What follows belongs to an exercise in optimizing a design on an open flow for small area, a short achievable clock period and few clock cycles per item; a production flow would make more cautious choices. Only simulation tests tie the RTL to the original design; equivalence was not proved. Power figures rest on the tool's default switching activity, not on a simulated workload.

the baseline:
==> flow/design.v (excerpt) <==
module ex_stage_top
(
	input  logic        clk,
	input  logic        reset_i,
	input  logic        issue_valid_i,
	input  logic [31:0] issue_inst_i,
	input  logic [63:0] issue_op1_i,
	input  logic [63:0] issue_op2_i,
	input  logic [63:0] issue_base_i,
	input  logic [63:0] issue_offset_i,
	input  logic [4:0]  issue_rd_i,
	output logic        wb_valid_o,
	output logic [4:0]  wb_rd_o,
	output logic [63:0] wb_data_o,
	output logic        redirect_valid_o,
	output logic [63:0] redirect_target_o,
	output logic        hold_o
);
	localparam int D     = 8;
	localparam int SB    = 2 * D;
	localparam int NSTEP = 64 / SB;
	localparam int NSW   = 32 / SB;
	localparam int CW    = (NSTEP > 1) ? $clog2(NSTEP) : 1;
	localparam int SW    = 65 + SB;
	logic [6:0] opc;
	logic [2:0] f3;
	logic [6:0] f7;
	logic       f7_zero;
	logic       f7_alt;
	logic       i6_zero;
	logic       i6_alt;
	assign opc     = issue_inst_i[6:0];
	assign f3      = issue_inst_i[14:12];
	assign f7      = issue_inst_i[31:25];
	assign f7_zero = f7 == 7'b0000000;
	assign f7_alt  = f7 == 7'b0100000;
	assign i6_zero = issue_inst_i[31:26] == 6'b000000;
	assign i6_alt  = issue_inst_i[31:26] == 6'b010000;
	logic op_op;
	logic op_imm;
	logic op_32;
	logic op_imm32;
	logic op_br;
	logic op_jal;
	logic op_jalr;
	logic op_lui;
	logic op_auipc;
	assign op_op    = opc == 7'b0110011;
	assign op_imm   = opc == 7'b0010011;
  ...
Settings: LEC_CHECK=0, ABC_AREA=1, CAP_MARGIN=20, CORE_MARGIN=2, CORE_UTILIZATION=40, SETUP_SLACK_MARGIN=4, SLEW_MARGIN=20; clock period 9.0 ns.
standard.sh (not shown) runs the stock make flow with config.mk's settings and CLKGATE_MAP_FILE= SYNTH_SCRIPT=/design/flow/synth_recipe.tcl, a recipe that flattens the netlist after the stock synthesis.
==> flow/flow/run.sh <==
#!/bin/bash
# Layout flow: the standard flow (standard.sh) with two changes that help
# timing and area on sky130hd:
#  - the input and output port buffers are buf_4 cells; by default
#    buffer_ports picks the smallest buffer, a clkdlybuf4s50 delay cell, and
#    footprint-matched sizing can then only swap it for other delay cells;
#  - sizing may pick any equivalent cell, not only one of the same footprint.
# Synthesis is the standard synthesis, unchanged. Each step logs to its own
# file in the folder this runs in.
set -euo pipefail
bash standard.sh synth > synth.log 2>&1
sed 's|"\${@:-finish}"|"BUFFER_PORTS_ARGS=-buffer_cell sky130_fd_sc_hd__buf_4" MATCH_CELL_FOOTPRINT=0 "${@:-finish}"|' \
	standard.sh > standard_tuned.sh
grep -q MATCH_CELL_FOOTPRINT=0 standard_tuned.sh
bash standard_tuned.sh finish > layout.log 2>&1
test -s out/final.def
Testbench counts of the baseline, summed over its fixed seeds: cycles 11,373, instructions 8,000.
#### Input delta (the candidate over the baseline)
-- flow/design.v --
<<< the baseline, line 102
	assign cls  = !i6 && !i2;
	assign word = !i6 && i3;
	assign sub  = !i2 && (i6 || f3[1] || (alt && i5));
	logic [63:0] op1;
	logic [63:0] op2;
	logic [65:0] addsub;
	logic [63:0] sum;
	logic        ltu;
>>> the candidate, line 102
	assign cls  = !i6 && !i2;
	assign word = !i6 && i3;
	assign sub  = alt && i5 && !i2;
	logic [63:0] op1;
	logic [63:0] op2;
	logic [65:0] addsub;
	logic [64:0] cmp;
	logic [63:0] sum;
	logic        ltu;
<<< the baseline, line 114
	assign addsub = {1'b0, op1, 1'b1} + {1'b0, op2 ^ {64{sub}}, sub};
	assign sum    = addsub[64:1];
	assign ltu    = !addsub[65];
	assign lt     = (op1[63] ^ op2[63]) ? op1[63] : sum[63];
	assign eq     = op1 == op2;
	logic        sh_left;
>>> the candidate, line 115
	assign addsub = {1'b0, op1, 1'b1} + {1'b0, op2 ^ {64{sub}}, sub};
	assign sum    = addsub[64:1];
	assign cmp    = {1'b0, op1} - {1'b0, op2};
	assign ltu    = cmp[64];
	assign lt     = (op1[63] ^ op2[63]) ? op1[63] : ltu;
	assign eq     = op1 == op2;
	logic        sh_left;
<<< the baseline, line 245
	assign ext_val = (ext_q && last) ? mcand : 65'd0;
	assign ext_row = {!ext_val[64], ext_val[63:0], SB'(negs[D-1]) << (SB - 2)};
	assign s_row   = TW'({!acc_s_q[AW-1], acc_s_q[AW-2:0]});
	assign c_row   = TW'(acc_c_q);
	localparam int NR = D + 3;
	function automatic int next_rows(input int n);
>>> the candidate, line 247
	assign ext_val = (ext_q && last) ? mcand : 65'd0;
	assign ext_row = {!ext_val[64], ext_val[63:0], SB'(negs[D-1]) << (SB - 2)};
	logic first;
	assign first   = cnt_q == '0;
	assign s_row   = first ? TW'(1) << (AW - 1) : TW'({!acc_s_q[AW-1], acc_s_q[AW-2:0]});
	assign c_row   = first ? '0 : TW'(acc_c_q);
	localparam int NR = D + 3;
	function automatic int next_rows(input int n);
<<< the baseline, line 314
	assign ts  = {top, tree[NL * NR * TW +: TW - 2]};
	assign tc  = {2'b00, tree[NL * NR * TW + TW +: TW - 2]};
	logic [SB+1:0] low_sum;
	logic [SB-1:0] low;
	logic          low_co;
	assign low_sum = {1'b0, low_s_q, 1'b1} + {1'b0, low_c_q, cin_q};
	assign low     = low_sum[SB:1];
	assign low_co  = low_sum[SB+1];
	logic [63:0] tgt_a;
	logic [63:0] tgt_b;
>>> the candidate, line 318
	assign ts  = {top, tree[NL * NR * TW +: TW - 2]};
	assign tc  = {2'b00, tree[NL * NR * TW + TW +: TW - 2]};
	logic [SB-1:0] low;
	logic          low_co;
	ex_add #(.W(SB)) i_low_add (
		.a  (low_s_q),
		.b  (low_c_q),
		.ci (cin_q),
		.s  (low),
		.co (low_co)
	);
	logic [63:0] tgt_a;
	logic [63:0] tgt_b;
<<< the baseline, line 349
	end
	always_ff @(posedge clk) begin
		if (busy_q) begin
			fin_q     <= last && hi_q;
			cnt_q     <= cnt_q + 1'b1;
			bprev_q   <= wb_data_q[SB-1];
			cin_q     <= low_co;
			acc_s_q   <= ts[TW-1:SB];
			acc_c_q   <= tc[TW-3:SB];
			low_s_q   <= ts[SB-1:0];
			low_c_q   <= tc[SB-1:0];
			omode_q   <= OM_PLAIN;
			if (fin_q) begin
>>> the candidate, line 356
	end
	always_ff @(posedge clk) begin
		acc_s_q <= ts[TW-1:SB];
		acc_c_q <= tc[TW-3:SB];
		low_s_q <= ts[SB-1:0];
		low_c_q <= tc[SB-1:0];
	end
	always_ff @(posedge clk) begin
		if (busy_q) begin
			fin_q     <= last && hi_q;
			cnt_q     <= cnt_q + 1'b1;
			bprev_q   <= wb_data_q[SB-1];
			cin_q     <= low_co && !first;
			omode_q   <= OM_PLAIN;
			if (fin_q) begin
<<< the baseline, line 372
			cnt_q             <= '0;
			bprev_q           <= 1'b0;
			cin_q             <= 1'b0;
			acc_s_q           <= '0;
			acc_c_q           <= '0;
			low_s_q           <= '0;
			low_c_q           <= '0;
			omode_q           <= word ? OM_W : OM_PLAIN;
			w_q               <= i3;
>>> the candidate, line 381
			cnt_q             <= '0;
			bprev_q           <= 1'b0;
			omode_q           <= word ? OM_W : OM_PLAIN;
			w_q               <= i3;
<<< the baseline, line 454
	assign co   = gfin[W-1];
endmodule
>>> the candidate, line 458
	assign co   = gfin[W-1];
endmodule
module ex_add #(
	parameter int W = 64
) (
	input  logic [W-1:0] a,
	input  logic [W-1:0] b,
	input  logic         ci,
	output logic [W-1:0] s,
	output logic         co
);
	logic [W+1:0] t;
	assign t  = {1'b0, a, 1'b1} + {1'b0, b, ci};
	assign s  = t[W:1];
	assign co = t[W+1];
endmodule
Summary of the candidate over the baseline: final area fell by 980 um^2, total design power fell by 6.0%, placeable core region rose by about 1.3%, post-synthesis cell area rose by 1.1%.
Lower via count was reported by the baseline, not the candidate.
The candidate ended up with a lower post-route fraction of the period consumed by the critical path than the baseline did.
| net count after synthesis | the candidate vs the baseline | 99 higher |
Diff the baseline -> the candidate: combinational cell fraction of total power moved down; total met2 wirelength after detailed routing lost about 7%; fraction of power consumed by the clock network has increased.
Area fraction in and, or, nand and nor cells after synthesis came out lower on the candidate than on the baseline.
Testbench counts of the candidate, summed over its fixed seeds: cycles 11,373, instructions 8,000.

## static timing again, ports no longer ideal
How much do the figures lean on ideal ports? The routed layouts below were timed once more, with nothing changed but the port constraints. Step 1, drivers: a clkbuf_16 drives clk and a buf_2 each remaining input, both assumed. Step 2 moves the port delays by t, midway between the first and last clock arrival at a register: inputs arrive t later, outputs are due t later. That takes back most of the time a late clock gives input paths. a / b / c = ideal / step 1 / step 2; a / b = the first two.
run	shift t [ns]	setup slack, ns	hold WS [ns]	worst setup path at the end	clock arrival spread, ns
the baseline	0.653	3.763 / 3.696 / 3.293	0.463 / 0.463 / 0.463	input to register	0.022 / 0.021
the candidate	0.694	3.809 / 3.736 / 3.271	0.419 / 0.419 / 0.419	input to register	0.055 / 0.055
After both steps every run listed still meets setup and hold. For the candidate, which loses most, drivers alone change the setup slack by -0.073 ns; drivers and shift together by -0.538 ns.
